This is an optimization exercise on Yosys and OpenROAD, whose aim is small area and a short achievable clock period, not a production implementation. At most, simulation tests tie the RTL to the original design; equivalence was not proved. Only the layout flow was run in run 7; the RTL was not checked for function there. Power is estimated from default activity; no workload was simulated.

## design/flow/config.mk

```make
export PLATFORM = sky130hd
export DESIGN_NAME = flow_switch_top
export DESIGN_NICKNAME = flow_switch_top
export VERILOG_FILES = /design/flow/design.v
export SDC_FILE = /design/flow/constraint.sdc
export NUM_CORES = 4
export LEC_CHECK = 0
export CAP_MARGIN = 20
export CORE_MARGIN = 2
export CORE_UTILIZATION = 45
export CTS_BUF_LIST = sky130_fd_sc_hd__clkbuf_8
export CTS_CLUSTER_DIAMETER = 50
export CTS_CLUSTER_SIZE = 16
export PLACE_DENSITY = 0.6
export SETUP_SLACK_MARGIN = 2.3
export SLEW_MARGIN = 20
```

## design/flow/constraint.sdc

```tcl
create_clock -name core_clock -period 5.0 [get_ports {clk}]
set_input_delay 1.0000 -clock core_clock [delete_from_list [all_inputs] [get_ports {clk}]]
set_output_delay 1.0000 -clock core_clock [all_outputs]
set_load 0.01 [all_outputs]
```

## design/flow/design.v

```verilog
package flow_switch_pkg;
	typedef struct packed {
		logic [1:0] dest;
		logic [3:0] payload;
	} word_fields_t;
	typedef union packed {
		logic [6-1:0] raw;
		word_fields_t       fields;
	} word_u;
	typedef struct packed {
		logic full;
		logic empty;
		logic almost_full;
		logic almost_empty;
		logic error;
	} fifo_status_t;
	typedef struct packed {
		logic               psel;
		logic               penable;
		logic               pwrite;
		logic [4-1:0] paddr;
		logic [8-1:0] pwdata;
	} apb_req_t;
	typedef struct packed {
		logic [8-1:0] prdata;
		logic               pready;
		logic               pslverr;
	} apb_rsp_t;
	typedef struct packed {
		logic [5-1:0] af;
		logic [5-1:0] ae;
	} thresh_t;
endpackage
`timescale 1ns/1ps
module fifo16 (
	input  logic               clk,
	input  logic               reset_L,
	input  logic               i_wr,
	input  logic [6-1:0] i_wr_data,
	input  logic               i_rd,
	output logic [6-1:0] o_head,
	output logic               o_hv,
	output logic               o_overrun
);
	logic [6-1:0] head;
	logic [6-1:0] body [16-1];
	logic [6-1:0] body_head;
	logic               hv;
	logic [7:0]         bcnt;
	logic [15:0]        bsel;
	logic               overrun;
	logic               b_empty;
	logic               full;
	logic               wr_ok;
	always_comb begin
		bsel[0] = !bcnt[7] && !bcnt[0];
		bsel[8] =  bcnt[7] &&  bcnt[0];
		for (int k = 1; k < 8; k++) begin
			bsel[k]     =  bcnt[k-1] && !bcnt[k];
			bsel[k + 8] = !bcnt[k-1] &&  bcnt[k];
		end
	end
	assign b_empty = bsel[0];
	assign full    = hv && bsel[15];
	assign wr_ok = i_wr && (!full || i_rd);
	always_ff @(posedge clk) begin
		if (wr_ok && hv) begin
			body[0] <= i_wr_data;
			for (int k = 1; k < 16-1; k++)
				body[k] <= body[k-1];
		end
	end
	always_comb begin
		body_head = '0;
		for (int k = 1; k < 16; k++)
			body_head = body_head | ({6{bsel[k]}} & body[k-1]);
	end
	always_ff @(posedge clk) begin
		if (i_rd && !b_empty)
			head <= body_head;
		else if (wr_ok && (!hv || i_rd))
			head <= i_wr_data;
	end
	always_ff @(posedge clk) begin
		if (!reset_L) begin
			hv      <= 1'b0;
			bcnt    <= 8'd0;
			overrun <= 1'b0;
		end else begin
			hv <= wr_ok || (hv && !(i_rd && b_empty));
			if (wr_ok && hv && !i_rd)
				bcnt <= {bcnt[6:0], !bcnt[7]};
			else if (i_rd && !b_empty && !wr_ok)
				bcnt <= {!bcnt[0], bcnt[7:1]};
			if (i_wr)
				overrun <= !wr_ok;
		end
	end
	assign o_head    = head;
	assign o_hv      = hv;
	assign o_overrun = overrun;
endmodule
`timescale 1ns/1ps
module vc_arbiter (
	input  logic                            clk,
	input  logic                            reset_L,
	input  logic                            i_enable,
	input  logic [4-1:0]              i_in_valid,
	input  logic [4-1:0][6-1:0] i_in_head,
	input  logic [4-1:0]              i_out_af,
	output logic [4-1:0]              o_in_pop,
	output logic [4-1:0]              o_out_wr,
	output logic [3:0]                      o_out_data
);
	logic [4-1:0] eligible;
	logic [4-1:0] last_q;
	logic [4-1:0] grant;
	logic               grant_vld;
	logic [4-1:0] xfer_wr_d;
	logic [3:0]         xfer_pl_d;
	logic [4-1:0] xfer_wr_q;
	logic [3:0]         xfer_pl_q;
	always_comb begin
		for (int i = 0; i < 4; i++)
			eligible[i] = i_enable && i_in_valid[i] &&
				!i_out_af[i_in_head[i][6-1 -: 2]];
	end
	always_comb begin
		for (int i = 0; i < 4; i++) begin
			logic [1:0] p1, p2, p3;
			p1 = 2'(i + 1);
			p2 = 2'(i + 2);
			p3 = 2'(i + 3);
			grant[i] = eligible[i] && (
				last_q[p3] ||
				(last_q[p2] && !eligible[p3]) ||
				(last_q[p1] && !eligible[p2] && !eligible[p3]) ||
				(last_q[i]  && !eligible[p1] && !eligible[p2] && !eligible[p3]));
		end
	end
	assign grant_vld = |eligible;
	always_comb begin
		xfer_wr_d = '0;
		xfer_pl_d = '0;
		for (int i = 0; i < 4; i++) begin
			if (grant[i]) begin
				xfer_wr_d[i_in_head[i][6-1 -: 2]] = 1'b1;
				xfer_pl_d = xfer_pl_d | i_in_head[i][3:0];
			end
		end
	end
	assign o_in_pop = grant;
	always_ff @(posedge clk) begin
		if (!reset_L) begin
			last_q    <= 4'b1000;
			xfer_wr_q <= '0;
		end else begin
			xfer_wr_q <= xfer_wr_d;
			if (grant_vld)
				last_q <= grant;
		end
	end
	always_ff @(posedge clk)
		xfer_pl_q <= xfer_pl_d;
	assign o_out_wr   = xfer_wr_q;
	assign o_out_data = xfer_pl_q;
endmodule
`timescale 1ns/1ps
module flow_ctrl_regs (
	input  logic               clk,
	input  logic               reset_L,
	input  logic               i_psel,
	input  logic               i_penable,
	input  logic               i_pwrite,
	input  logic [3:0]         i_paddr,
	input  logic [7:0]         i_pwdata,
	output logic [7:0]         o_prdata,
	output logic               o_pready,
	output logic               o_pslverr,
	input  logic [4-1:0] i_in_empty,
	input  logic [4-1:0] i_in_error,
	input  logic [4-1:0] i_out_empty,
	input  logic [4-1:0] i_out_error,
	output logic               o_enable,
	output logic [3:0]         o_af,
	output logic               o_af_wr,
	output logic [3:0]         o_af_wdata
);
	logic       enable_q;
	logic [3:0] af_q;
	logic [3:0] ae_q;
	logic [7:0] err_q;
	logic [7:0] err_clr;
	logic [7:0] rd_mux;
	logic       wr_en;
	logic       thr_wr;
	logic [3:0] af_wr;
	assign wr_en = i_psel && i_penable && i_pwrite;
	assign thr_wr = wr_en && i_paddr == 4'h4;
	assign af_wr  = (i_pwdata[3:0] == 4'd0) ? 4'd1 : i_pwdata[3:0];
	assign err_clr = (wr_en && i_paddr == 4'hC) ? i_pwdata : '0;
	always_ff @(posedge clk) begin
		if (!reset_L) begin
			enable_q <= 1'b0;
			af_q     <= 4'd15;
			ae_q     <= 4'd1;
			err_q    <= '0;
		end else begin
			if (wr_en && i_paddr == 4'h0)
				enable_q <= i_pwdata[0];
			if (thr_wr) begin
				af_q <= af_wr;
				ae_q <= i_pwdata[7:4];
			end
			err_q <= (err_q & ~err_clr) | {i_out_error, i_in_error};
		end
	end
	always_comb begin
		case (i_paddr)
			4'h0:    rd_mux = {7'd0, enable_q};
			4'h4:    rd_mux = {ae_q, af_q};
			4'h8:    rd_mux = {i_in_empty, i_out_empty};
			4'hC:    rd_mux = err_q;
			default: rd_mux = '0;
		endcase
	end
	assign o_prdata  = (i_psel && !i_pwrite) ? rd_mux : '0;
	assign o_pready  = 1'b1;
	assign o_pslverr = i_psel && i_penable && (i_paddr[1:0] != 2'b00);
	assign o_enable = enable_q;
	assign o_af      = af_q;
	assign o_af_wr    = thr_wr;
	assign o_af_wdata = af_wr;
endmodule
`timescale 1ns/1ps
module flow_switch_top (
	input  logic                        clk,
	input  logic                        reset_L,
	input  logic                        i_psel,
	input  logic                        i_penable,
	input  logic                        i_pwrite,
	input  logic [4-1:0]          i_paddr,
	input  logic [8-1:0]          i_pwdata,
	output logic [8-1:0]          o_prdata,
	output logic                        o_pready,
	output logic                        o_pslverr,
	input  logic [4-1:0]          i_push,
	input  logic [4*6-1:0]  i_in_data,
	input  logic [4-1:0]          i_pop,
	output logic [4*6-1:0]  o_out_data,
	output logic [4-1:0]          o_out_empty
);
	logic [4-1:0]              in_empty;
	logic [4-1:0]              in_error;
	logic [4-1:0][6-1:0] in_head;
	logic [4-1:0]              in_pop;
	logic [4-1:0]              out_empty;
	logic [4-1:0]              out_af;
	logic [4-1:0]              out_error;
	logic [4-1:0]              out_wr;
	logic [3:0]                      xfer_data;
	logic                            enable;
	logic [3:0]                      af;
	logic                            af_wr;
	logic [3:0]                      af_wdata;
	for (genvar g = 0; g < 4; g++) begin : g_ch
		logic [3:0] out_head;
		logic       in_hv;
		fifo16 u_in_fifo (
			.clk        (clk),
			.reset_L    (reset_L),
			.i_wr       (i_push[g]),
			.i_wr_data  (i_in_data[g*6 +: 6]),
			.i_rd       (in_pop[g]),
			.o_head     (in_head[g]),
			.o_hv       (in_hv),
			.o_overrun  (in_error[g])
		);
		fifo16_out u_out_fifo (
			.clk        (clk),
			.reset_L    (reset_L),
			.i_wr       (out_wr[g]),
			.i_wr_data  (xfer_data),
			.i_rd       (i_pop[g]),
			.i_af       (af),
			.i_af_wr    (af_wr),
			.i_af_wdata (af_wdata),
			.o_head     (out_head),
			.o_empty    (out_empty[g]),
			.o_af       (out_af[g]),
			.o_underrun (out_error[g])
		);
		assign in_empty[g] = !in_hv;
		assign o_out_data[g*6 +: 6] = i_pop[g] ? {2'(g), out_head} : '0;
		assign o_out_empty[g] = out_empty[g];
	end
	vc_arbiter u_arbiter (
		.clk        (clk),
		.reset_L    (reset_L),
		.i_enable   (enable),
		.i_in_valid (~in_empty),
		.i_in_head  (in_head),
		.i_out_af   (out_af),
		.o_in_pop   (in_pop),
		.o_out_wr   (out_wr),
		.o_out_data (xfer_data)
	);
	flow_ctrl_regs u_regs (
		.clk         (clk),
		.reset_L     (reset_L),
		.i_psel      (i_psel),
		.i_penable   (i_penable),
		.i_pwrite    (i_pwrite),
		.i_paddr     (i_paddr),
		.i_pwdata    (i_pwdata),
		.o_prdata    (o_prdata),
		.o_pready    (o_pready),
		.o_pslverr   (o_pslverr),
		.i_in_empty  (in_empty),
		.i_in_error  (in_error),
		.i_out_empty (out_empty),
		.i_out_error (out_error),
		.o_enable    (enable),
		.o_af        (af),
		.o_af_wr     (af_wr),
		.o_af_wdata  (af_wdata)
	);
endmodule
module fifo16_out (
	input  logic       clk,
	input  logic       reset_L,
	input  logic       i_wr,
	input  logic [3:0] i_wr_data,
	input  logic       i_rd,
	input  logic [3:0] i_af,
	input  logic       i_af_wr,
	input  logic [3:0] i_af_wdata,
	output logic [3:0] o_head,
	output logic       o_empty,
	output logic       o_af,
	output logic       o_underrun
);
	logic [3:0] head;
	logic [3:0] body [16-1];
	logic [4:0] fill;
	logic [4:0] fill_next;
	logic [3:0] bidx;
	logic       empty;
	logic       af;
	logic       underrun;
	logic       b_empty;
	logic       rd_ok;
	logic       up;
	logic       dn;
	logic       af_up;
	logic       af_hold;
	logic       af_dn;
	assign b_empty = (fill[4:1] == 4'd0);
	assign rd_ok   = i_rd && !empty;
	assign up      = i_wr && !rd_ok;
	assign dn      = rd_ok && !i_wr;
	assign bidx    = 4'(fill - 5'd2);
	always_ff @(posedge clk) begin
		if (i_wr && !empty) begin
			body[0] <= i_wr_data;
			for (int k = 1; k < 16-1; k++)
				body[k] <= body[k-1];
		end
	end
	always_ff @(posedge clk) begin
		if (rd_ok && !b_empty)
			head <= body[bidx];
		else if (i_wr && (empty || rd_ok))
			head <= i_wr_data;
	end
	assign fill_next = up ? fill + 5'd1 : dn ? fill - 5'd1 : fill;
	assign af_up   = ({1'b0, fill} + 6'd1 >= {2'b0, i_af});
	assign af_hold = (fill >= {1'b0, i_af});
	assign af_dn   = (fill > {1'b0, i_af});
	always_ff @(posedge clk) begin
		if (!reset_L) begin
			fill     <= 5'd0;
			empty    <= 1'b1;
			af       <= 1'b0;
			underrun <= 1'b0;
		end else begin
			fill  <= fill_next;
			empty <= (fill_next == 5'd0);
			if (i_af_wr)
				af <= (fill_next >= {1'b0, i_af_wdata});
			else
				af <= up ? af_up : dn ? af_dn : af_hold;
			if (i_rd)
				underrun <= empty;
		end
	end
	assign o_head     = head;
	assign o_empty    = empty;
	assign o_af       = af;
	assign o_underrun = underrun;
endmodule
```

## design/flow/flow/run.sh

```bash
#!/bin/bash
# Standard synthesis, then the combinational logic re-mapped by ABC with a
# delay target (registers untouched), then the standard layout steps.
set -euo pipefail
W=$(pwd)
R=$W/orfs/results/$FLOW_PLATFORM/flow_switch_top/base
LIB=$FLOW_HOME/platforms/sky130hd/lib/sky130_fd_sc_hd__tt_025C_1v80.lib
DELAY=${REMAP_DELAY_PS:-2000}
bash standard.sh synth > $W/synth.log 2>&1
cp $R/1_2_yosys.v $W/std_synth.v
sed -e "s|@LIB@|$LIB|g" -e "s|@IN@|$W/std_synth.v|g" -e "s|@OUT@|$W/remap.v|g" \
    -e "s|@DELAY@|$DELAY|g" -e "s|@CONSTR@|$W/flow/abc.constr|g" flow/remap.ys.in > $W/remap.ys
yosys -s $W/remap.ys > $W/remap.log 2>&1
cp $W/remap.v $R/1_2_yosys.v
rm -f $R/1_synth.odb $R/1_synth.sdc
bash standard.sh MATCH_CELL_FOOTPRINT=0 'BUFFER_PORTS_ARGS=-buffer_cell sky130_fd_sc_hd__buf_2' finish > $W/finish.log 2>&1
```

## design/flow/flow/abc.constr

```
set_driving_cell sky130_fd_sc_hd__buf_1
set_load 5
```

## design/flow/flow/remap.ys.in

```
# Re-map the combinational logic of the standard synthesis, delay first.
# Registers stay the instances the standard synthesis made.
read_liberty -ignore_miss_func @LIB@
read_verilog @IN@
hierarchy -top flow_switch_top
setattr -mod -set keep_hierarchy 1 sky130_fd_sc_hd__dfbbn_1 sky130_fd_sc_hd__dfbbn_2 sky130_fd_sc_hd__dfbbp_1 sky130_fd_sc_hd__dfrbp_1 sky130_fd_sc_hd__dfrbp_2 sky130_fd_sc_hd__dfrtn_1 sky130_fd_sc_hd__dfrtp_1 sky130_fd_sc_hd__dfrtp_2 sky130_fd_sc_hd__dfrtp_4 sky130_fd_sc_hd__dfsbp_1 sky130_fd_sc_hd__dfsbp_2 sky130_fd_sc_hd__dfstp_1 sky130_fd_sc_hd__dfstp_2 sky130_fd_sc_hd__dfstp_4 sky130_fd_sc_hd__dfxbp_1 sky130_fd_sc_hd__dfxbp_2 sky130_fd_sc_hd__dfxtp_1 sky130_fd_sc_hd__dfxtp_2 sky130_fd_sc_hd__dfxtp_4 sky130_fd_sc_hd__dlclkp_1 sky130_fd_sc_hd__dlclkp_2 sky130_fd_sc_hd__dlclkp_4 sky130_fd_sc_hd__dlrbn_1 sky130_fd_sc_hd__dlrbn_2 sky130_fd_sc_hd__dlrbp_1 sky130_fd_sc_hd__dlrbp_2 sky130_fd_sc_hd__dlrtn_1 sky130_fd_sc_hd__dlrtn_2 sky130_fd_sc_hd__dlrtn_4 sky130_fd_sc_hd__dlrtp_1 sky130_fd_sc_hd__dlrtp_2 sky130_fd_sc_hd__dlrtp_4 sky130_fd_sc_hd__dlxbn_1 sky130_fd_sc_hd__dlxbn_2 sky130_fd_sc_hd__dlxbp_1 sky130_fd_sc_hd__dlxtn_1 sky130_fd_sc_hd__dlxtn_2 sky130_fd_sc_hd__dlxtn_4 sky130_fd_sc_hd__dlxtp_1 sky130_fd_sc_hd__edfxbp_1 sky130_fd_sc_hd__edfxtp_1 sky130_fd_sc_hd__lpflow_inputisolatch_1 sky130_fd_sc_hd__sdfbbn_1 sky130_fd_sc_hd__sdfbbn_2 sky130_fd_sc_hd__sdfbbp_1 sky130_fd_sc_hd__sdfrbp_1 sky130_fd_sc_hd__sdfrbp_2 sky130_fd_sc_hd__sdfrtn_1 sky130_fd_sc_hd__sdfrtp_1 sky130_fd_sc_hd__sdfrtp_2 sky130_fd_sc_hd__sdfrtp_4 sky130_fd_sc_hd__sdfsbp_1 sky130_fd_sc_hd__sdfsbp_2 sky130_fd_sc_hd__sdfstp_1 sky130_fd_sc_hd__sdfstp_2 sky130_fd_sc_hd__sdfstp_4 sky130_fd_sc_hd__sdfxbp_1 sky130_fd_sc_hd__sdfxbp_2 sky130_fd_sc_hd__sdfxtp_1 sky130_fd_sc_hd__sdfxtp_2 sky130_fd_sc_hd__sdfxtp_4 sky130_fd_sc_hd__sdlclkp_1 sky130_fd_sc_hd__sdlclkp_2 sky130_fd_sc_hd__sdlclkp_4 sky130_fd_sc_hd__sedfxbp_1 sky130_fd_sc_hd__sedfxbp_2 sky130_fd_sc_hd__sedfxtp_1 sky130_fd_sc_hd__sedfxtp_2 sky130_fd_sc_hd__sedfxtp_4
setattr -set keep 1 t:sky130_fd_sc_hd__df* t:sky130_fd_sc_hd__edf* t:sky130_fd_sc_hd__sdf* t:sky130_fd_sc_hd__dl*
flatten
opt_clean
# The APB read-data cone first, for delay alone: ABC cannot see that its
# inputs arrive late and its outputs are due early
select -set rdcone o:o_prdata o:o_pslverr %u %ci*:-sky130_fd_sc_hd__dfxtp_1[Q,D]:-sky130_fd_sc_hd__edfxtp_1[Q,D,DE]
abc -D 100 -constr @CONSTR@ -liberty @LIB@ -dont_use sky130_fd_sc_hd__probe_p_8 -dont_use sky130_fd_sc_hd__probec_p_8 -dont_use sky130_fd_sc_hd__lpflow_bleeder_1 -dont_use sky130_fd_sc_hd__lpflow_clkbufkapwr_1 -dont_use sky130_fd_sc_hd__lpflow_clkbufkapwr_16 -dont_use sky130_fd_sc_hd__lpflow_clkbufkapwr_2 -dont_use sky130_fd_sc_hd__lpflow_clkbufkapwr_4 -dont_use sky130_fd_sc_hd__lpflow_clkbufkapwr_8 -dont_use sky130_fd_sc_hd__lpflow_clkinvkapwr_1 -dont_use sky130_fd_sc_hd__lpflow_clkinvkapwr_16 -dont_use sky130_fd_sc_hd__lpflow_clkinvkapwr_2 -dont_use sky130_fd_sc_hd__lpflow_clkinvkapwr_4 -dont_use sky130_fd_sc_hd__lpflow_clkinvkapwr_8 -dont_use sky130_fd_sc_hd__lpflow_decapkapwr_12 -dont_use sky130_fd_sc_hd__lpflow_decapkapwr_3 -dont_use sky130_fd_sc_hd__lpflow_decapkapwr_4 -dont_use sky130_fd_sc_hd__lpflow_decapkapwr_6 -dont_use sky130_fd_sc_hd__lpflow_decapkapwr_8 -dont_use sky130_fd_sc_hd__lpflow_inputiso0n_1 -dont_use sky130_fd_sc_hd__lpflow_inputiso0p_1 -dont_use sky130_fd_sc_hd__lpflow_inputiso1n_1 -dont_use sky130_fd_sc_hd__lpflow_inputiso1p_1 -dont_use sky130_fd_sc_hd__lpflow_inputisolatch_1 -dont_use sky130_fd_sc_hd__lpflow_isobufsrc_1 -dont_use sky130_fd_sc_hd__lpflow_isobufsrc_16 -dont_use sky130_fd_sc_hd__lpflow_isobufsrc_2 -dont_use sky130_fd_sc_hd__lpflow_isobufsrc_4 -dont_use sky130_fd_sc_hd__lpflow_isobufsrc_8 -dont_use sky130_fd_sc_hd__lpflow_isobufsrckapwr_16 -dont_use sky130_fd_sc_hd__lpflow_lsbuf_lh_hl_isowell_tap_1 -dont_use sky130_fd_sc_hd__lpflow_lsbuf_lh_hl_isowell_tap_2 -dont_use sky130_fd_sc_hd__lpflow_lsbuf_lh_hl_isowell_tap_4 -dont_use sky130_fd_sc_hd__lpflow_lsbuf_lh_isowell_4 -dont_use sky130_fd_sc_hd__lpflow_lsbuf_lh_isowell_tap_1 -dont_use sky130_fd_sc_hd__lpflow_lsbuf_lh_isowell_tap_2 -dont_use sky130_fd_sc_hd__lpflow_lsbuf_lh_isowell_tap_4 -dont_use sky130_fd_sc_hd__fill_1 -dont_use sky130_fd_sc_hd__fill_2 -dont_use sky130_fd_sc_hd__fill_4 -dont_use sky130_fd_sc_hd__fill_8  @rdcone
select -clear
abc -D @DELAY@ -liberty @LIB@ -dont_use sky130_fd_sc_hd__probe_p_8 -dont_use sky130_fd_sc_hd__probec_p_8 -dont_use sky130_fd_sc_hd__lpflow_bleeder_1 -dont_use sky130_fd_sc_hd__lpflow_clkbufkapwr_1 -dont_use sky130_fd_sc_hd__lpflow_clkbufkapwr_16 -dont_use sky130_fd_sc_hd__lpflow_clkbufkapwr_2 -dont_use sky130_fd_sc_hd__lpflow_clkbufkapwr_4 -dont_use sky130_fd_sc_hd__lpflow_clkbufkapwr_8 -dont_use sky130_fd_sc_hd__lpflow_clkinvkapwr_1 -dont_use sky130_fd_sc_hd__lpflow_clkinvkapwr_16 -dont_use sky130_fd_sc_hd__lpflow_clkinvkapwr_2 -dont_use sky130_fd_sc_hd__lpflow_clkinvkapwr_4 -dont_use sky130_fd_sc_hd__lpflow_clkinvkapwr_8 -dont_use sky130_fd_sc_hd__lpflow_decapkapwr_12 -dont_use sky130_fd_sc_hd__lpflow_decapkapwr_3 -dont_use sky130_fd_sc_hd__lpflow_decapkapwr_4 -dont_use sky130_fd_sc_hd__lpflow_decapkapwr_6 -dont_use sky130_fd_sc_hd__lpflow_decapkapwr_8 -dont_use sky130_fd_sc_hd__lpflow_inputiso0n_1 -dont_use sky130_fd_sc_hd__lpflow_inputiso0p_1 -dont_use sky130_fd_sc_hd__lpflow_inputiso1n_1 -dont_use sky130_fd_sc_hd__lpflow_inputiso1p_1 -dont_use sky130_fd_sc_hd__lpflow_inputisolatch_1 -dont_use sky130_fd_sc_hd__lpflow_isobufsrc_1 -dont_use sky130_fd_sc_hd__lpflow_isobufsrc_16 -dont_use sky130_fd_sc_hd__lpflow_isobufsrc_2 -dont_use sky130_fd_sc_hd__lpflow_isobufsrc_4 -dont_use sky130_fd_sc_hd__lpflow_isobufsrc_8 -dont_use sky130_fd_sc_hd__lpflow_isobufsrckapwr_16 -dont_use sky130_fd_sc_hd__lpflow_lsbuf_lh_hl_isowell_tap_1 -dont_use sky130_fd_sc_hd__lpflow_lsbuf_lh_hl_isowell_tap_2 -dont_use sky130_fd_sc_hd__lpflow_lsbuf_lh_hl_isowell_tap_4 -dont_use sky130_fd_sc_hd__lpflow_lsbuf_lh_isowell_4 -dont_use sky130_fd_sc_hd__lpflow_lsbuf_lh_isowell_tap_1 -dont_use sky130_fd_sc_hd__lpflow_lsbuf_lh_isowell_tap_2 -dont_use sky130_fd_sc_hd__lpflow_lsbuf_lh_isowell_tap_4 -dont_use sky130_fd_sc_hd__fill_1 -dont_use sky130_fd_sc_hd__fill_2 -dont_use sky130_fd_sc_hd__fill_4 -dont_use sky130_fd_sc_hd__fill_8 
opt_clean -purge
splitnets
opt_clean -purge
hilomap -singleton -hicell sky130_fd_sc_hd__conb_1 HI -locell sky130_fd_sc_hd__conb_1 LO
insbuf -buf sky130_fd_sc_hd__buf_4 A X
rename -hide w:* i:* o:* %u %d
select flow_switch_top
stat -liberty @LIB@
write_verilog -noattr -nohex -nodec -selected @OUT@
```

## design/flow/standard.sh

```bash
#!/bin/bash
# synth_recipe.tcl (not shown) runs the flow's synth.tcl, then flattens the netlist and writes it again
# the make line also repeats each setting of config.mk as NAME=value (left out here)
make -C /OpenROAD-flow-scripts/flow DESIGN_CONFIG=/design/flow/config.mk WORK_HOME=/design/flow/orfs CLKGATE_MAP_FILE= SYNTH_SCRIPT=/design/flow/synth_recipe.tcl "${@:-finish}"
```

==> results.toml, run 1 <==
[grt]
grt_max_degree = 91
first_global_vias = 18700
grt_pass1_wl_um = 110000
antenna_found_initial = 5
grt_overflow = 0
grt.total_usage = 0.211

[timing]
finalCriticalPeriod_ns = 2.81
skew_ns = 0.0389
rsz0062_at_grt = "true"
fmaxAchievable_mhz = 356
drv_slew = 0
fin_crit_sh = 0.561
tns_ns = 0
tightest_slew_ns = 1.03
hold_violations = 0
slew_headroom = 0.310
setup_viol = 0

[setup_path]
slowest_delay_ns = 0.36
rr_endpoint = "g_ch[0].u_in_fifo.bcnt[3]"
path_cells = "buf_12 -> or3b_1 -> o221ai_2 -> a211oi_2 -> buf_2"
cp_max_fo = 7
critPathKind = "primary input to output port"
critPathSlowestCell = "or3b_1"
reg2reg_from = "g_ch[3].u_in_fifo.head[4]"
start_kind = "primary input"
rrSetupSlack_ns = 2.28
end_kind = "output port"
r2r_cells = 10
worstPathArrival_ns = 1.81
worstPathRequired_ns = 4.00

[power_and_ir_drop]
sw_frac_of_total = 0.301
netSwitchingPower_mw = 4.21
ir_drop_v = 0.000282
p_leak_nw = 10.9
p_int_mw = 9.79
seq_power_share = 0.522
p_comb_frac = 0.156
p_clk_frac = 0.321
powerDensity_nw_per_um2 = 416

[cells_and_area]
layout_common_cells = "640 x edfxtp_1, 159 x nor2_1, 139 x nand2_1"
nFillCells = 5391
multi_input_area_um2 = 8280
seq_area_um2 = 21300
layout_commonest_cell = "edfxtp_1"
stdcell_count = 3180
drive_gt1_frac = 0.168
area_delta_synth_final_pct = 15.3
nets = 2305

[route]
drtAntennaViolNets = 0
vias = 19300
drcViolationCount = 0
wl_um = 72900
first_pass_iters = 10
first_iter_violations = 2502
drt-wirelength-per-cell_um = 22.9
via_per_inst = 6.06

[placement]
post-dp-hpwl_um = 45900
portBuffers = 81
place.gp.congestion = 0.887
place_inst = 2987

[synthesis]
syn_inst = 2042
ys_warn_count = 6
synth_area_um2 = 29200
avgSynthCellArea_um2 = 14.3

[floorplanning]
die_w_um = 259
fp.dieH_um = 259
die_area_um2 = 66900
rows = 93
start_util = 0.454
ios = 87
core_um2 = 64300

[job]
drv_cap = 0

[min_path]
holdPathEnd = "g_ch[3].u_in_fifo.body[14][4]"
hp-start = "g_ch[3].u_in_fifo.body[13][4]"
hp-class = "flop to flop"
hold_depth = 0

[clocking]
htree_levels = 3
cts-buffers-inserted = 80
cts_sinks = 741
clk_pin_slew_worst_paths_ns = 0.09
clk_path_buf_depth = 3
cts_tree = "yes"
ctsHoldBuffers = 0
insertion_delay_ns = 0.70
cts-root-buf = "clkbuf_8"

[run_status]
status = "timing/DRC/antenna clean"
[layer usage]
metal  GRT usage  share of wire
met1       0.298           0.43
met2       0.327           0.46
met3      0.0409          0.075
met4      0.0777          0.030
met5           0        0.00044
[power by group through the flow]
stage	combinational, mW	clock [mW]	sequential (mW)
after floorplan	1.47	0	7.29
after global placement	2.06	0	7.41
after detailed placement	2.07	0	7.42
after CTS	2.13	4.59	7.29
after global routing	2.40	4.81	7.35
final	2.19	4.50	7.31
[final cells by class]
cell class | count | area share
Multi-Input combinational cell | 1251 | 0.246
Timing Repair Buffer | 141 | 0.0315
Sequential cell | 741 | 0.632
Clock inverter | 66 | 0.0200
Tap cell | 855 | 0.0318
Antenna cell | 1 | 0.0000743
Clock buffer | 84 | 0.0343
Inverter | 41 | 0.00464
[worst max-delay path: cells and delay by family]
family	cells	cell delay, ns
and+or+nand+nor	1	0.36
AOI/OAI and AO/OA	2	0.18
buffers and inverters	2	0.26
[sequential cells by signal (all words and copies together) (netlist names), 8 cells and up]
register	flops
g_ch.u_in_fifo.body	360
g_ch.u_out_fifo.body	240
g_ch.u_in_fifo.bcnt	32
g_ch.u_in_fifo.head	24
g_ch.u_out_fifo.fill	20
g_ch.u_out_fifo.head	16
u_regs.err_q	8
[worst max path at each step]
stage,startpoint,end,slack (ns),depth (start not counted)
floorplan,g_ch[2].u_in_fifo.head[4],g_ch[0].u_in_fifo.body[0][0],1.40,7
global placement,g_ch[3].u_in_fifo.head[4],g_ch[0].u_in_fifo.head[0],1.67,6
detailed placement,g_ch[3].u_in_fifo.head[4],g_ch[0].u_in_fifo.head[3],1.65,6
CTS,g_ch[2].u_in_fifo.head[4],g_ch[0].u_in_fifo.body[8][5],2.13,8
global route,u_regs.af_q[0],o_prdata[0],2.16,4
finish,i_paddr[3],o_prdata[0],2.19,5
[per-stage QoR]
step                      hold WS, ns   util  power, mW  worst slack [ns]  instance area, um^2
final                           0.423  0.523       14.0              2.19                33700
after global routing            0.444  0.523       14.6              2.16                33700
after CTS                       0.419  0.516       14.0              2.13                33200
after detailed placement        0.433  0.480       9.49              1.65                30900
after global placement          0.428  0.479       9.47              1.67                30800
after floorplan                 0.408      -       8.76              1.40                29300
[what timing repair did]
item / in CTS / in global routing
gates cloned: 4 / 5
setup buffers: 11 / 21
resized for setup: 97 / 57
endpoints found under the setup margin: 449 / 435
pin swaps: 9 / 20
==> inputs of run 2 (changes only) <==
--- a/design/flow/config.mk
+++ b/design/flow/config.mk
@@ -12,5 +12,5 @@
 export CTS_CLUSTER_DIAMETER = 50
 export CTS_CLUSTER_SIZE = 16
 export PLACE_DENSITY = 0.6
-export SETUP_SLACK_MARGIN = 2.3
+export SETUP_SLACK_MARGIN = 2.1
 export SLEW_MARGIN = 20
==> run 2 against run 1 <==
Net effect: clock-buffer cell count up 2; first-iteration DRC count down 4.7%; maximum frequency down 2.8%; synthesized cell count unchanged; clock skew down 0.0076 ns; via count down 0.29%; largest power group unchanged; highest routed layer unchanged.
==> results.toml, run 2 <==
[timing]
fin_crit_sh = 0.578
hold_violations = 0
setup_viol = 0
fmaxAchievable_mhz = 346
drv_slew = 0
skew_ns = 0.0313
tns_ns = 0
finalCriticalPeriod_ns = 2.89
slew_headroom = 0.275
tightest_slew_ns = 1.09
rsz0062_at_grt = "true"

[clocking]
insertion_delay_ns = 0.69
cts_tree = "yes"
htree_levels = 3
cts-root-buf = "clkbuf_8"
cts_sinks = 741
cts-buffers-inserted = 78
ctsHoldBuffers = 0
clk_pin_slew_worst_paths_ns = 0.10
clk_path_buf_depth = 3

[power_and_ir_drop]
ir_drop_v = 0.000274
sw_frac_of_total = 0.294
p_comb_frac = 0.153
p_int_mw = 9.74
netSwitchingPower_mw = 4.06
p_leak_nw = 10.7
powerDensity_nw_per_um2 = 418
seq_power_share = 0.530
p_clk_frac = 0.317
p_total_mw = 13.8

[floorplanning]
fp.dieH_um = 259
ios = 87
start_util = 0.454
core_um2 = 64300
die_w_um = 259
rows = 93
die_area_um2 = 66900

[cells_and_area]
top_regs = "g_ch.u_in_fifo.body: 360 flops, g_ch.u_out_fifo.body: 240 flops, g_ch.u_in_fifo.bcnt: 32 flops"
multi_input_area_um2 = 7960
utilization = 0.514
area_delta_synth_final_pct = 13.2
drive_gt1_frac = 0.136
seq_area_um2 = 21200
nets = 2289
layout_common_cells = "640 x edfxtp_1, 166 x nor2_1, 142 x nand2_1"
regMostFlops = "g_ch.u_in_fifo.body"
largest_reg_flops = 360
nFillCells = 5447
layout_commonest_cell = "edfxtp_1"

[placement]
post-dp-hpwl_um = 45900
portBuffers = 81
place.gp.congestion = 0.880

[grt]
first_global_vias = 18700
grt_pass1_wl_um = 109000
grt_overflow = 0
grt.total_usage = 0.210
antenna_found_initial = 4
grt_max_degree = 91

[setup_path]
end_kind = "flop"
critPathKind = "flop to flop"
worstPathArrival_ns = 3.48
worstPathRequired_ns = 5.59
cp_max_fo = 5
start_kind = "flop"

[route]
first_pass_iters = 6
vias = 19200
via_per_inst = 6.08
first_iter_violations = 2385
drtAntennaViolNets = 0
drt-wirelength-per-cell_um = 22.7
wl_um = 71800
drcViolationCount = 0

[synthesis]
avgSynthCellArea_um2 = 14.3
ys_warn_count = 6
synth_area_um2 = 29200
syn_inst = 2042

[job]
drv_cap = 0

[run_status]
status = "timing/DRC/antenna clean"

[min_path]
hp-class = "flop to flop"
[run 2: worst max-delay path: stages, from the launching register on]
cell	delay, ns
dfxtp_1	0.59
o211ai_1	0.20
buf_4	0.19
o21ai_1	0.26
nand2_1	0.20
o2111a_1	0.37
a311oi_1	0.66
a22oi_1	0.18
o21ai_0	0.13
[run 2: stage by stage]
step / instances / hold slack, ns / setup slack, ns / instance area, um^2
3_5_place_dp: 2992 / 0.430 / 1.62 / 30900
6_report: 3163 / 0.441 / 2.11 / 33000
5_1_grt: 3163 / 0.455 / 1.93 / 33000
2_1_floorplan: 2045 / 0.408 / 1.40 / 29300
3_3_place_gp: 2992 / 0.428 / 1.74 / 30900
4_1_cts: 3143 / 0.440 / 2.10 / 32800
[run 2: cell type report]
cell class / instances / share of cell area
Tap cell: 855 / 0.0324
Antenna cell: 2 / 0.000151
Clock inverter: 60 / 0.0175
Multi-Input combinational cell: 1251 / 0.241
Clock buffer: 86 / 0.0358
Timing Repair Buffer: 127 / 0.0256
Inverter: 41 / 0.00473
Sequential cell: 741 / 0.643
[run 2: final timing paths]
check | from | to | slack (ns) | cells past startpoint
setup / recovery | g_ch[2].u_in_fifo.hv | g_ch[3].u_in_fifo.bcnt[2] | 2.11 | 8
hold / removal | g_ch[1].u_in_fifo.body[6][0] | g_ch[1].u_in_fifo.body[7][0] | 0.44 | 0
setup reg to reg | g_ch[2].u_in_fifo.hv | g_ch[3].u_in_fifo.bcnt[2] | 2.11 | 8
hold reg to reg | g_ch[1].u_in_fifo.body[6][0] | g_ch[1].u_in_fifo.body[7][0] | 0.44 | 0
[run 2: power groups by stage]
stage / registers, mW / clock network, mW / logic (mW)
floorplan: 7.29 / 0 / 1.47
global placement: 7.43 / 0 / 2.05
detailed placement: 7.44 / 0 / 2.06
CTS: 7.30 / 4.48 / 2.08
global route: 7.35 / 4.70 / 2.35
finish: 7.31 / 4.38 / 2.11
[run 2: what timing repair did]
item                                    in CTS  in global routing
pin swaps                                    3                  8
gates resized for setup                     28                 24
gates cloned                                 3                  3
buffers inserted                             2                 15
endpoints found under the setup margin     351                365
[run 2: routing by layer]
layer  part of all wire  global-route usage
met2               0.46               0.323
met4              0.026              0.0734
met5            0.00036                   0
met1               0.43               0.297
met3              0.080              0.0444
==> inputs of run 3 (changes only) <==
--- a/design/flow/config.mk
+++ b/design/flow/config.mk
@@ -12,5 +12,5 @@
 export CTS_CLUSTER_DIAMETER = 50
 export CTS_CLUSTER_SIZE = 16
 export PLACE_DENSITY = 0.6
-export SETUP_SLACK_MARGIN = 2.1
+export SETUP_SLACK_MARGIN = 2.2
 export SLEW_MARGIN = 20
==> run 3 against run 2 <==
Net effect: largest power group unchanged; register-to-register slack better by 0.14 ns; maximum frequency is 3.2% higher; still clean; combinational power is 2% higher.
==> results.toml, run 3 <==
[run_status]
status = "timing/DRC/antenna clean"

[timing]
slew_headroom = 0.253
fin_hold_ws_ns = 0.428
rsz0062_at_grt = "true"
setup_viol = 0
fmaxAchievable_mhz = 357
skew_ns = 0.0342
fin_crit_sh = 0.560
tightest_slew_ns = 1.12
finalCriticalPeriod_ns = 2.80
hold_violations = 0
drv_slew = 0
tns_ns = 0

[route]
via_per_inst = 6.11
drcViolationCount = 0
wl_um = 72500
vias = 19300
first_iter_violations = 2476
drt-wirelength-per-cell_um = 22.9
first_pass_iters = 8
drtAntennaViolNets = 0

[grt]
grt_pass1_wl_um = 110000
grt_max_degree = 91
first_global_vias = 18700
antenna_found_initial = 4
grt.total_usage = 0.211
grt_overflow = 0

[power_and_ir_drop]
seq_power_share = 0.536
p_int_mw = 9.62
powerDensity_nw_per_um2 = 410
ir_drop_v = 0.000216
netSwitchingPower_mw = 4.03
p_leak_nw = 10.8
p_clk_frac = 0.307
p_comb_frac = 0.157
sw_frac_of_total = 0.295

[floorplanning]
rows = 93
die_area_um2 = 66900
die_w_um = 259
start_util = 0.454
ios = 87
fp.dieH_um = 259
core_um2 = 64300

[clocking]
cts_sinks = 741
cts_tree = "yes"
insertion_delay_ns = 0.71
clk_path_buf_depth = 3
htree_levels = 3
cts-buffers-inserted = 75
ctsHoldBuffers = 0
clk_pin_slew_worst_paths_ns = 0.10
cts-root-buf = "clkbuf_8"

[setup_path]
critPathKind = "primary input to output port"
r2r_cells = 9
cp_max_fo = 6
rr_endpoint = "g_ch[0].u_in_fifo.body[3][1]"
rrSetupSlack_ns = 2.25
startpoint = "i_paddr[3]"
start_kind = "primary input"
worstPathArrival_ns = 1.80
worstPathRequired_ns = 4.00
end_kind = "output port"
reg2reg_from = "g_ch[2].u_in_fifo.head[4]"

[min_path]
holdPathEnd = "g_ch[0].u_out_fifo.body[4][0]"
hp-class = "flop to flop"
hp-start = "g_ch[0].u_out_fifo.body[3][0]"
hold_depth = 0

[synthesis]
avgSynthCellArea_um2 = 14.3
synth_area_um2 = 29200
ys_warn_count = 6
syn_inst = 2042

[cells_and_area]
multi_input_area_um2 = 8120
layout_common_cells = "640 x edfxtp_1, 164 x nor2_1, 142 x nand2_1"
area_delta_synth_final_pct = 14.0
regMostFlops = "g_ch.u_in_fifo.body"
top_regs = "g_ch.u_in_fifo.body: 360 flops, g_ch.u_out_fifo.body: 240 flops, g_ch.u_in_fifo.bcnt: 32 flops"
seq_area_um2 = 21300
layout_commonest_cell = "edfxtp_1"
nets = 2292
nFillCells = 5435
drive_gt1_frac = 0.146
stdcell_count = 3161
utilization = 0.517
largest_reg_flops = 360

[placement]
place.gp.congestion = 0.889
post-dp-hpwl_um = 45600
place_inst = 2990
portBuffers = 81

[job]
drv_cap = 0
## run 3: changes by cell type in the layout (fill, tap and decap cells not counted), moves of 4 or more
cell      delta
buf_12       +4
dfxtp_2      +7
clkbuf_8     -5
dfxtp_1      -8
inv_6        -7
## run 3: through the flow
stage | worst slack [ns] | total power, mW | cell area (um^2)
after floorplan | 1.40 | 8.76 | 29300
after detailed placement | 1.64 | 9.49 | 30900
after CTS | 2.18 | 13.7 | 32800
after global routing | 2.14 | 14.2 | 33300
final | 2.20 | 13.6 | 33300
after global placement | 1.74 | 9.48 | 30900
## run 3: how the worst max path moves through the flow
stage                                               end  slack [ns]  cells after the start
after global routing       g_ch[0].u_in_fifo.body[3][1]        2.14                      9
after global placement     g_ch[0].u_in_fifo.body[8][5]        1.74                      8
after detailed placement  g_ch[0].u_in_fifo.body[10][4]        1.64                      8
final                                       o_prdata[0]        2.20                      5
after CTS                     g_ch[2].u_in_fifo.head[0]        2.18                      7
after floorplan            g_ch[0].u_in_fifo.body[0][0]        1.40                      7
## run 3: power by group through the flow
| stage | Clock (mW) | Sequential (mW) | Combinational [mW] |
|---|---|---|---|
| 2_1_floorplan | 0 | 7.29 | 1.47 |
| 3_3_place_gp | 0 | 7.43 | 2.05 |
| 3_5_place_dp | 0 | 7.44 | 2.05 |
| 4_1_cts | 4.28 | 7.30 | 2.09 |
| 5_1_grt | 4.51 | 7.36 | 2.37 |
| 6_report | 4.19 | 7.31 | 2.15 |
## run 3: layer usage
| metal | GRT usage | part of all wire |
|---|---|---|
| met3 | 0.0472 | 0.078 |
| met5 | 0 | 0.00040 |
| met2 | 0.324 | 0.46 |
| met1 | 0.298 | 0.44 |
| met4 | 0.0724 | 0.029 |
## run 3: repair_timing
action                                  in CTS  in global routing
cloned                                       3                  6
pin swaps                                    7                 13
setup buffers                               11                 11
endpoints found under the setup margin     404                420
gates resized for setup                     53                 63
## run 3: worst max-delay path: stages
cell and delay (ns):
buf_12 0.11, or3b_1 0.36, o221ai_2 0.08, a211oi_2 0.10, buf_2 0.14
## run 3: area by class of cell
class                      count  share of cell area
clock buffer                  81              0.0335
timing repair buffer         134              0.0302
clock inverter                56              0.0161
inverter                      41             0.00470
multi-input combinational   1250               0.244
tap                          855              0.0322
antenna                        3            0.000226
sequential                   741               0.639
==> inputs of run 4 (changes only) <==
--- a/design/flow/config.mk
+++ b/design/flow/config.mk
@@ -7,10 +7,10 @@
 export LEC_CHECK = 0
 export CAP_MARGIN = 20
 export CORE_MARGIN = 2
-export CORE_UTILIZATION = 45
+export CORE_UTILIZATION = 60
 export CTS_BUF_LIST = sky130_fd_sc_hd__clkbuf_8
 export CTS_CLUSTER_DIAMETER = 50
 export CTS_CLUSTER_SIZE = 16
-export PLACE_DENSITY = 0.6
+export PLACE_DENSITY = 0.7
 export SETUP_SLACK_MARGIN = 2.2
 export SLEW_MARGIN = 20
==> run 4 against run 3 <==
Net effect: synthesized cell count unchanged; clock-buffer cell count is 18 lower; clock power fell by 18%; still clean; area after synthesis is the same; highest routed layer unchanged.
==> results.toml, run 4 <==
[power_and_ir_drop]
ir_drop_v = 0.000262
netSwitchingPower_mw = 3.77
seq_power_share = 0.568
powerDensity_nw_per_um2 = 396
p_comb_frac = 0.165
p_leak_nw = 10.6
p_int_mw = 9.12
p_total_mw = 12.9
sw_frac_of_total = 0.292
p_clk_frac = 0.267

[setup_path]
cp_max_fo = 7
critPathKind = "primary input to output port"
critPathSlowestCell = "a211oi_4"
slowest_delay_ns = 0.32
rr_endpoint = "g_ch[0].u_in_fifo.head[4]"
end_kind = "output port"
path_cells = "buf_12 -> inv_1 -> o221ai_2 -> a211oi_4 -> buf_2"
worstPathRequired_ns = 4.00
r2r_cells = 10
reg2reg_from = "g_ch[3].u_in_fifo.head[4]"
worstPathArrival_ns = 1.91
start_kind = "primary input"
rrSetupSlack_ns = 2.15

[clocking]
clk_path_buf_depth = 3
ctsHoldBuffers = 0
cts-buffers-inserted = 60
clk_pin_slew_worst_paths_ns = 0.10
cts_tree = "yes"
htree_levels = 2
insertion_delay_ns = 0.70
cts-root-buf = "clkbuf_8"
cts_sinks = 741

[route]
via_per_inst = 6.66
vias = 19300
drt-wirelength-per-cell_um = 24.3
wl_um = 70400
first_pass_iters = 6
drcViolationCount = 0
drtAntennaViolNets = 0
first_iter_violations = 2872

[cells_and_area]
utilization = 0.681
area_delta_synth_final_pct = 11.6
design_area_um2 = 32600
nFillCells = 3359
layout_common_cells = "640 x edfxtp_1, 158 x nor2_1, 142 x nand2_1"
largest_reg_flops = 360
regMostFlops = "g_ch.u_in_fifo.body"
top_regs = "g_ch.u_in_fifo.body: 360 flops, g_ch.u_out_fifo.body: 240 flops, g_ch.u_in_fifo.bcnt: 32 flops"
drive_gt1_frac = 0.133
nets = 2281
layout_commonest_cell = "edfxtp_1"

[floorplanning]
die_w_um = 225
die_area_um2 = 50400
start_util = 0.610
fp.dieH_um = 225
core_um2 = 47800
ios = 87
rows = 80

[timing]
drv_slew = 0
tightest_slew_ns = 1.01
skew_ns = 0.0258
tns_ns = 0
fin_crit_sh = 0.583
finalCriticalPeriod_ns = 2.91
slew_headroom = 0.324
fmaxAchievable_mhz = 343
rsz0062_at_grt = "true"
hold_violations = 0
setup_viol = 0

[grt]
grt_pass1_wl_um = 106000
grt_max_degree = 91
grt.total_usage = 0.273
grt_overflow = 0
antenna_found_initial = 5
first_global_vias = 18400

[run_status]
status = "timing/DRC/antenna clean"

[placement]
placed_area_um2 = 30600
post-dp-hpwl_um = 44600
place.gp.congestion = 0.952
portBuffers = 81

[min_path]
hold_depth = 0
hp-class = "flop to flop"
hp-start = "g_ch[0].u_in_fifo.body[2][1]"
holdPathEnd = "g_ch[0].u_in_fifo.body[3][1]"

[synthesis]
synth_area_um2 = 29200
ys_warn_count = 6
syn_inst = 2042
avgSynthCellArea_um2 = 14.3

[job]
drv_cap = 0
==> run 4: changes by cell type in the layout (fill, tap and decap cells not counted), moves of 6 or more <==
cell / change
clkinv_4: -6
inv_6: -6
nor2_1: -6
inv_1: +15
clkbuf_8: -18
==> run 4: layout make-up <==
cell class / count / area [um^2] / area share
well taps: 615 / 769 / 0.0236
clock inverters: 49 / 349 / 0.0107
inverters: 41 / 156 / 0.00480
multi-input cells: 1251 / 8170 / 0.251
repair buffers: 137 / 993 / 0.0305
diodes: 3 / 7.51 / 0.000231
clock buffers: 63 / 867 / 0.0266
flip-flops and latches: 741 / 21300 / 0.653
==> run 4: worst max-delay path, delay by kind of cell <==
family	cells	cell delay [ns]
AOI/OAI and AO/OA	2	0.46
buffers and inverters	3	0.44
==> run 4: what timing repair did <==
| action | 4_1_cts | 5_1_grt |
|---|---|---|
| setup endpoints to repair | 380 | 330 |
| buffers inserted | 16 | 13 |
| cloned | 4 | 4 |
| gates resized for setup | 68 | 49 |
| pin swaps | 9 | 10 |
==> run 4: routing by layer <==
metal,part of all wire,global-route usage
met5,0.00038,0
met4,0.030,0.0949
met3,0.091,0.0460
met2,0.46,0.427
met1,0.41,0.393
==> run 4: worst max-delay path by stage <==
stage / to / slack, ns / start
final: o_prdata[0] / 2.09 / i_paddr[3]
after global placement: g_ch[0].u_in_fifo.head[3] / 1.46 / g_ch[3].u_in_fifo.head[4]
after CTS: o_prdata[0] / 2.14 / i_paddr[3]
after global routing: o_prdata[0] / 2.04 / i_paddr[3]
after floorplan: g_ch[0].u_in_fifo.body[0][0] / 1.40 / g_ch[2].u_in_fifo.head[4]
after detailed placement: g_ch[0].u_in_fifo.body[2][3] / 1.61 / g_ch[2].u_in_fifo.head[4]
==> run 4: stage by stage <==
step                      worst slack (ns)  std cells  hold slack, ns
after global placement                1.46       2748           0.425
after floorplan                       1.40       2045           0.408
final                                 2.09       2900           0.439
after global routing                  2.04       2900           0.449
after detailed placement              1.61       2748           0.422
after CTS                             2.14       2880           0.437
==> run 4: power groups by stage <==
stage | Combinational, mW | Clock (mW) | Sequential [mW]
after floorplan | 1.47 | 0 | 7.29
after global placement | 1.98 | 0 | 7.42
after detailed placement | 2.01 | 0 | 7.43
after CTS | 2.06 | 3.51 | 7.30
after global routing | 2.34 | 3.71 | 7.35
final | 2.13 | 3.44 | 7.31
==> inputs of run 5 (changes only) <==
--- a/design/flow/config.mk
+++ b/design/flow/config.mk
@@ -7,10 +7,10 @@
 export LEC_CHECK = 0
 export CAP_MARGIN = 20
 export CORE_MARGIN = 2
-export CORE_UTILIZATION = 60
-export CTS_BUF_LIST = sky130_fd_sc_hd__clkbuf_8
+export CORE_UTILIZATION = 45
+export CTS_BUF_LIST = sky130_fd_sc_hd__clkbuf_4 sky130_fd_sc_hd__clkbuf_8
 export CTS_CLUSTER_DIAMETER = 50
 export CTS_CLUSTER_SIZE = 16
-export PLACE_DENSITY = 0.7
+export PLACE_DENSITY = 0.6
 export SETUP_SLACK_MARGIN = 2.2
 export SLEW_MARGIN = 20
==> run 5 against run 4 <==
Net effect: still clean on timing, DRC and antenna; critical endpoint unchanged; critical path depth is the same; largest power group unchanged; total power grew 6.4%; first-iteration DRC count shrank 13%.
==> results.toml, run 5 <==
[run_status]
status = "timing/DRC/antenna clean"

[setup_path]
critPathKind = "primary input to output port"
critPathSlowestCell = "or3b_1"
end_kind = "output port"
worstPathRequired_ns = 4.00
worstPathArrival_ns = 1.79
cp_max_fo = 6
path_cells = "buf_12 -> or3b_1 -> o221ai_2 -> a211oi_2 -> buf_2"
start_kind = "primary input"
slowest_delay_ns = 0.35

[cells_and_area]
drive_gt1_frac = 0.151
top_regs = "g_ch.u_in_fifo.body: 360 flops, g_ch.u_out_fifo.body: 240 flops, g_ch.u_in_fifo.bcnt: 32 flops"
layout_common_cells = "640 x edfxtp_1, 164 x nor2_1, 142 x nand2_1"
nFillCells = 5430
layout_commonest_cell = "edfxtp_1"
multi_input_area_um2 = 8090
seq_area_um2 = 21300
area_delta_synth_final_pct = 14.0
largest_reg_flops = 360
nets = 2292
stdcell_count = 3161
regMostFlops = "g_ch.u_in_fifo.body"

[grt]
grt.total_usage = 0.211
grt_max_degree = 91
first_global_vias = 18700
antenna_found_initial = 4
grt_overflow = 0
grt_pass1_wl_um = 110000

[floorplanning]
ios = 87
fp.dieH_um = 259
die_area_um2 = 66900
die_w_um = 259
start_util = 0.454
core_um2 = 64300
rows = 93

[timing]
skew_ns = 0.0326
slew_headroom = 0.261
rsz0062_at_grt = "true"
fin_crit_sh = 0.558
fmaxAchievable_mhz = 358
tns_ns = 0
drv_slew = 0
setup_viol = 0
finalCriticalPeriod_ns = 2.79
hold_violations = 0
tightest_slew_ns = 1.11

[synthesis]
syn_inst = 2042
ys_warn_count = 6
synth_area_um2 = 29200
avgSynthCellArea_um2 = 14.3

[job]
drv_cap = 0

[route]
drt-wirelength-per-cell_um = 22.9
wl_um = 72400
first_iter_violations = 2503
drtAntennaViolNets = 0
via_per_inst = 6.09
drcViolationCount = 0
first_pass_iters = 8
vias = 19200

[clocking]
insertion_delay_ns = 0.70
cts_sinks = 741
cts-buffers-inserted = 75
clk_pin_slew_worst_paths_ns = 0.09
htree_levels = 3
cts-root-buf = "clkbuf_8"
cts_tree = "yes"
ctsHoldBuffers = 0
clk_path_buf_depth = 3

[placement]
portBuffers = 81
place.gp.congestion = 0.889
post-dp-hpwl_um = 45600
place_inst = 2990

[power_and_ir_drop]
p_total_mw = 13.7
ir_drop_v = 0.000216
p_leak_nw = 10.8
powerDensity_nw_per_um2 = 412

[min_path]
hp-class = "flop to flop"
-- run 5: worst paths after layout --
path,cells after the start,to,from,slack [ns]
setup reg to reg,9,g_ch[0].u_in_fifo.body[3][1],g_ch[2].u_in_fifo.head[4],2.25
hold reg to reg,0,g_ch[1].u_out_fifo.body[8][3],g_ch[1].u_out_fifo.body[7][3],0.44
hold / removal,0,g_ch[1].u_out_fifo.body[8][3],g_ch[1].u_out_fifo.body[7][3],0.44
setup / recovery,5,o_prdata[0],i_paddr[3],2.21
-- run 5: cell type report --
| class | instances | area share |
|---|---|---|
| inverters | 41 | 0.00470 |
| repair buffers | 134 | 0.0302 |
| flip-flops and latches | 741 | 0.639 |
| clock inverters | 45 | 0.0148 |
| diodes | 3 | 0.000226 |
| multi-input cells | 1250 | 0.243 |
| well taps | 855 | 0.0321 |
| clock buffers | 92 | 0.0360 |
-- run 5: metal layers --
metal	vias up	global-route usage	routed length, um
met5	-	0	29
met4	4	0.0726	2110
met3	148	0.0470	5560
met2	846	0.324	33000
met1	9599	0.298	31700
li1	8651	-	-
-- run 5: metrics by stage --
stage | cell area (um^2) | hold slack (ns) | worst slack (ns) | utilization
4_1_cts | 32900 | 0.435 | 2.18 | 0.511
6_report | 33300 | 0.436 | 2.21 | 0.517
3_5_place_dp | 30900 | 0.429 | 1.64 | 0.480
3_3_place_gp | 30900 | 0.427 | 1.74 | 0.480
2_1_floorplan | 29300 | 0.408 | 1.40 | -
5_1_grt | 33300 | 0.443 | 2.14 | 0.517
-- run 5: power by group --
part           leakage (nW)  internal (mW)  switching, mW  total [mW]
clock                 0.865           1.95           2.31        4.26
sequential             6.71           6.95          0.365        7.32
combinational          3.22          0.796           1.34        2.14
-- run 5: what timing repair did --
action,4_1_cts,5_1_grt
gates resized for setup,53,60
gates cloned,3,6
setup buffers,11,11
setup endpoints to repair,404,420
pin swaps,7,13
endpoints found under the hold margin,0,0
-- run 5: worst max-delay path: cells and delay by family --
family	cells	cell delay, ns
simple gates	1	0.35
buf+inv	2	0.25
compound gates	2	0.18
==> inputs of run 6 (changes only) <==
--- a/design/flow/config.mk
+++ b/design/flow/config.mk
@@ -8,9 +8,9 @@
 export CAP_MARGIN = 20
 export CORE_MARGIN = 2
 export CORE_UTILIZATION = 45
-export CTS_BUF_LIST = sky130_fd_sc_hd__clkbuf_4 sky130_fd_sc_hd__clkbuf_8
-export CTS_CLUSTER_DIAMETER = 50
-export CTS_CLUSTER_SIZE = 16
+export CTS_BUF_LIST = sky130_fd_sc_hd__clkbuf_4
+export CTS_CLUSTER_DIAMETER = 40
+export CTS_CLUSTER_SIZE = 10
 export PLACE_DENSITY = 0.6
 export SETUP_SLACK_MARGIN = 2.2
 export SLEW_MARGIN = 20
==> run 6 against run 5 <==
Net effect: synthesized cell count did not move; global-route usage barely moved; first-iteration DRC count fell by 4.2%; sequential cell count did not move; sequential power barely moved; via count rose by 0.92%; combinational power barely moved; critical path depth fell by 1; worst setup slack got worse by 0.15 ns; utilization fell by 0.30 points; largest cell class unchanged; largest power group unchanged.
==> results.toml, run 6 <==
[route]
met3_length_um = 5720
wl_met2_um = 33000
top_layer = "met5"
first_iter_violations = 2397
wl_um = 72100
drtAntennaViolNets = 0
via_per_inst = 6.05
first_pass_iters = 9
drcViolationCount = 0
drt-met1-wl_um = 31200
drt-wirelength-per-cell_um = 22.5
vias = 19400

[timing]
fmaxAchievable_mhz = 341
tightest_slew_ns = 1.16
tns_ns = 0
finalCriticalPeriod_ns = 2.94
fin_crit_sh = 0.587
hold_violations = 0
rsz0062_at_grt = "true"
skew_ns = 0.0552
setup_viol = 0
drv_slew = 0
slew_headroom = 0.227
fin_hold_ws_ns = 0.280

[grt]
grt_overflow = 0
grt.total_usage = 0.211
grt_pass1_wl_um = 110000
antenna_found_initial = 5
first_global_vias = 18900
grt_max_degree = 91

[setup_path]
worstPathArrival_ns = 1.94
rrSetupSlack_ns = 2.23
critPathSlowestCell = "dfxtp_4"
path_cells = "or3b_1 -> o221ai_2 -> a211oi_2 -> buf_2"
crit_buf_inv = 1
end_kind = "output port"
cp_max_fo = 2
slowest_delay_ns = 0.36
worstPathRequired_ns = 4.00
critPathKind = "flop to output port"
cp_top_family = "flip-flops"
start_kind = "flop"

[run_status]
status = "timing/DRC/antenna clean"

[clocking]
cts_tree = "yes"
clk_path_buf_depth = 3
htree_levels = 3
insertion_delay_ns = 0.91
cts-buffers-inserted = 103
cts_sinks = 741
clk_pin_slew_worst_paths_ns = 0.11
cts-root-buf = "clkbuf_4"

[placement]
post-dp-hpwl_um = 45600
place.gp.congestion = 0.889
portBuffers = 81
place_inst = 2990

[synthesis]
ys_warn_count = 6
synth_area_um2 = 29200
syn_inst = 2042
avgSynthCellArea_um2 = 14.3

[floorplanning]
core_um2 = 64300
ios = 87
start_util = 0.454
fp.dieH_um = 259
die_w_um = 259
die_area_um2 = 66900
rows = 93

[power_and_ir_drop]
p_total_mw = 13.6
p_leak_nw = 10.7
ir_drop_v = 0.000239
powerDensity_nw_per_um2 = 411

[cells_and_area]
multi_input_area_um2 = 8100
nFillCells = 5529
top_regs = "g_ch.u_in_fifo.body: 360 flops, g_ch.u_out_fifo.body: 240 flops, g_ch.u_in_fifo.bcnt: 32 flops"
drive_gt1_frac = 0.171
seq_area_um2 = 21300
layout_commonest_cell = "edfxtp_1"
area_delta_synth_final_pct = 13.3
layout_common_cells = "640 x edfxtp_1, 163 x nor2_1, 142 x nand2_1"
largest_reg_flops = 360
nets = 2312
stdcell_count = 3211
regMostFlops = "g_ch.u_in_fifo.body"

[min_path]
hp-class = "primary input to flop"

[job]
drv_cap = 0
## run 6: layout make-up
cell class,count,share of cell area
Sequential cell,741,0.643
Multi-Input combinational cell,1250,0.245
Timing Repair Buffer,126,0.0257
Clock buffer,139,0.0315
Antenna cell,7,0.000529
Inverter,41,0.00473
Tap cell,855,0.0323
Clock inverter,52,0.0171
## run 6: power by group
part / internal (mW) / leakage (nW) / switching, mW
clock network: 1.91 / 0.905 / 2.23
registers: 6.96 / 6.71 / 0.366
logic: 0.783 / 3.12 / 1.34
## run 6: through the flow
stage | area, um^2 | util | setup WS, ns
after floorplan | 29300 | - | 1.40
after global placement | 30900 | 0.480 | 1.74
after detailed placement | 30900 | 0.480 | 1.64
after CTS | 32700 | 0.509 | 1.98
after global routing | 33100 | 0.514 | 1.95
final | 33100 | 0.514 | 2.06
## run 6: per-layer routing
layer | vias up | global-route usage
li1 | 8752 | -
met3 | 161 | 0.0477
met4 | 4 | 0.0755
met1 | 9596 | 0.297
met5 | - | 0
met2 | 913 | 0.323
## run 6: what timing repair did
item                                    4_1_cts  5_1_grt
endpoints found under the setup margin      405      426
resized for setup                            54       66
pin swaps                                     8        9
buffers inserted                             10        8
hold buffers                                  0        0
endpoints found under the hold margin         0        0
gates cloned                                  2        3
## run 6: path summary, 6_finish.rpt
check / from / endpoint / depth (start not counted)
worst max-delay path: u_regs.af_q[0] / o_prdata[0] / 4
worst min-delay path: i_in_data[10] / g_ch[1].u_in_fifo.body[0][4] / 1
worst max register to register: g_ch[2].u_in_fifo.head[4] / g_ch[0].u_in_fifo.body[4][0] / 9
worst min register to register: g_ch[3].u_in_fifo.body[12][1] / g_ch[3].u_in_fifo.body[13][1] / 0
==> inputs of run 7 (changes only) <==
--- a/design/flow/design.v
+++ b/design/flow/design.v
@@ -352,9 +352,6 @@
 	logic       rd_ok;
 	logic       up;
 	logic       dn;
-	logic       af_up;
-	logic       af_hold;
-	logic       af_dn;
 	assign b_empty = (fill[4:1] == 4'd0);
 	assign rd_ok   = i_rd && !empty;
 	assign up      = i_wr && !rd_ok;
@@ -374,22 +371,15 @@
 			head <= i_wr_data;
 	end
 	assign fill_next = up ? fill + 5'd1 : dn ? fill - 5'd1 : fill;
-	assign af_up   = ({1'b0, fill} + 6'd1 >= {2'b0, i_af});
-	assign af_hold = (fill >= {1'b0, i_af});
-	assign af_dn   = (fill > {1'b0, i_af});
+	assign af = (fill >= {1'b0, i_af});
 	always_ff @(posedge clk) begin
 		if (!reset_L) begin
 			fill     <= 5'd0;
 			empty    <= 1'b1;
-			af       <= 1'b0;
 			underrun <= 1'b0;
 		end else begin
 			fill  <= fill_next;
 			empty <= (fill_next == 5'd0);
-			if (i_af_wr)
-				af <= (fill_next >= {1'b0, i_af_wdata});
-			else
-				af <= up ? af_up : dn ? af_dn : af_hold;
 			if (i_rd)
 				underrun <= empty;
 		end
--- a/design/flow/config.mk
+++ b/design/flow/config.mk
@@ -8,9 +8,9 @@
 export CAP_MARGIN = 20
 export CORE_MARGIN = 2
 export CORE_UTILIZATION = 45
-export CTS_BUF_LIST = sky130_fd_sc_hd__clkbuf_4
-export CTS_CLUSTER_DIAMETER = 40
-export CTS_CLUSTER_SIZE = 10
+export CTS_BUF_LIST = sky130_fd_sc_hd__clkbuf_8
+export CTS_CLUSTER_DIAMETER = 50
+export CTS_CLUSTER_SIZE = 16
 export PLACE_DENSITY = 0.6
 export SETUP_SLACK_MARGIN = 2.2
 export SLEW_MARGIN = 20
==> run 7 against run 6 <==
Net effect: still clean on timing, DRC and antenna; clock power rose by 3%; cell count fell by 0.53%; utilization rose by 4.1 points; via count rose by 1.9%; sequential power fell by 2%; sequential share of layout area fell by 3.7 points; worst setup slack got worse by 0.14 ns.
==> results.toml, run 7 <==
[timing]
skew_ns = 0.0345
tightest_slew_ns = 1.05
drv_slew = 0
finalCriticalPeriod_ns = 3.08
setup_viol = 0
slew_headroom = 0.293
fin_crit_sh = 0.615
fin_hold_ws_ns = 0.441
hold_violations = 0
fin_ws_ns = 1.92
tns_ns = 0
fmaxAchievable_mhz = 325
rsz0062_at_grt = "true"

[setup_path]
start_kind = "flop"
r2r_cells = 16
worstPathArrival_ns = 3.69
slowest_delay_ns = 0.44
cp_max_fo = 13
rrSetupSlack_ns = 1.92
critPathSlowestCell = "dfxtp_4"
path_cells = "nor2b_1 -> o21a_2 -> o211ai_1 -> o211a_1 -> o211ai_1 -> buf_4 -> buf_4 -> buf_4 -> buf_4 -> buf_4 -> buf_4 -> buf_4 -> buf_4 -> a21oi_2 -> a41oi_1 -> nor2_1"
reg2reg_from = "g_ch[3].u_out_fifo.fill[0]"
critPathKind = "flop to flop"
cp_top_family = "compound AO/OA/AOI/OAI gates"
cp_common_cell = "buf_4"
crit_cells = 16
end_kind = "flop"
rr_endpoint = "u_arbiter.last_q[2]"
crit_buf_inv = 8
worstPathRequired_ns = 5.61

[floorplanning]
die_area_um2 = 65900
rows = 92
fp.dieH_um = 257
start_util = 0.455
ios = 87
core_um2 = 63100
die_w_um = 257

[cells_and_area]
utilization = 0.555
nets = 2334
layout_common_cells = "640 x edfxtp_1, 141 x nand2_1, 124 x nor2_1"
regMostFlops = "g_ch.u_in_fifo.body"
drive_gt1_frac = 0.223
area_delta_synth_final_pct = 21.9
top_regs = "g_ch.u_in_fifo.body: 360 flops, g_ch.u_out_fifo.body: 240 flops, g_ch.u_in_fifo.bcnt: 32 flops"
largest_reg_flops = 360
layout_commonest_cell = "edfxtp_1"

[min_path]
hold_depth = 0
hp-class = "flop to flop"
hp-start = "g_ch[2].u_in_fifo.body[3][3]"
holdPathEnd = "g_ch[2].u_in_fifo.body[4][3]"

[clocking]
insertion_delay_ns = 0.70
cts_sinks = 737
clk_path_buf_depth = 3
ctsHoldBuffers = 0
clk_pin_slew_worst_paths_ns = 0.10
cts-buffers-inserted = 77
htree_levels = 3
cts-root-buf = "clkbuf_8"
cts_tree = "yes"

[route]
first_iter_violations = 2528
first_pass_iters = 6
vias = 19800
wl_um = 77100
drcViolationCount = 0
via_per_inst = 6.20
drt-wirelength-per-cell_um = 24.1
drtAntennaViolNets = 0

[synthesis]
synth_area_um2 = 28700
avgSynthCellArea_um2 = 14.7
syn_inst = 1953
ys_warn_count = 6

[placement]
place.gp.congestion = 0.901
dp_slack_ns = 1.24
post-dp-hpwl_um = 44400
portBuffers = 81

[run_status]
status = "timing/DRC/antenna clean"

[job]
drv_cap = 0

[power_and_ir_drop]
p_leak_nw = 11.7
ir_drop_v = 0.000260
p_total_mw = 13.5
powerDensity_nw_per_um2 = 386

[grt]
grt_pass1_wl_um = 111000
antenna_found_initial = 3
grt.total_usage = 0.216
first_global_vias = 18500
grt_overflow = 0
grt_max_degree = 61
run 7: per-layer routing:
metal | routed length (um) | GRT usage | share of wire
met5 | 8 | 0 | 0.00010
met4 | 2230 | 0.0686 | 0.029
met3 | 6740 | 0.0428 | 0.087
met2 | 35500 | 0.333 | 0.46
met1 | 32600 | 0.309 | 0.42
run 7: layout make-up:
class	count	area, um^2
multi-input cells	1187	8130
fillers	5036	28100
clock buffers	81	1110
diodes	2	5.00
repair inverters	2	10.0
flip-flops and latches	737	21200
repair buffers	257	2760
inverters	23	101
well taps	846	1060
clock inverters	59	598
run 7: power by group:
part / switching [mW] / internal [mW] / leakage, nW
combinational: 1.25 / 0.797 / 4.12
clock: 2.43 / 1.86 / 0.884
sequential: 0.274 / 6.90 / 6.66
run 7: worst max-delay path by stage:
stage                                          to                       start
finish                        u_arbiter.last_q[2]  g_ch[3].u_out_fifo.fill[0]
floorplan            g_ch[3].u_in_fifo.body[0][0]  g_ch[1].u_out_fifo.fill[1]
global route                  u_arbiter.last_q[2]              u_regs.af_q[1]
CTS                                   o_prdata[0]                  i_paddr[3]
detailed placement  g_ch[1].u_in_fifo.body[11][2]  g_ch[2].u_out_fifo.fill[3]
global placement     g_ch[1].u_in_fifo.body[9][2]              u_regs.af_q[0]
run 7: timing repair:
| action | 4_1_cts | 5_1_grt |
|---|---|---|
| setup endpoints to repair | 452 | 454 |
| gates resized for setup | 102 | 137 |
| pin swaps | 15 | 49 |
| gates cloned | 16 | 49 |
| setup buffers | 35 | 64 |
run 7: metrics by stage:
step,area [um^2],std cells
after floorplan,28800,1956
after CTS,33000,3079
final,35000,3194
after detailed placement,30500,2888
after global placement,30400,2888
after global routing,35000,3194

re-timing with driven ports:
The results above use ideal ports. As a check the final layouts listed here were re-extracted and re-timed, cells and wires unchanged. Step 1, drivers: a clkbuf_16 drives clk and a buf_2 each remaining input, both assumed. Step 2, shift: input delay + t, output delay - t, t = (earliest + latest rising clock arrival at the registers) / 2. This alone moves slack from input paths to output paths. a / b / c = no drivers / after step 1 / after step 2; a / b = the first two.
| run | shift t [ns] | setup slack, ns |
|---|---|---|
| run 1 | 0.753 | 2.193 / 2.112 / 1.722 |
| run 2 | 0.739 | 2.112 / 2.112 / 1.873 |
| run 3 | 0.749 | 2.201 / 2.124 / 1.839 |
| run 4 | 0.750 | 2.087 / 1.983 / 1.797 |
| run 5 | 0.746 | 2.209 / 2.133 / 1.836 |
| run 6 | 0.947 | 2.064 / 2.002 / 1.853 |
| run 7 | 0.746 | 1.924 / 1.924 / 1.709 |
After both steps every run listed still meets setup and hold.
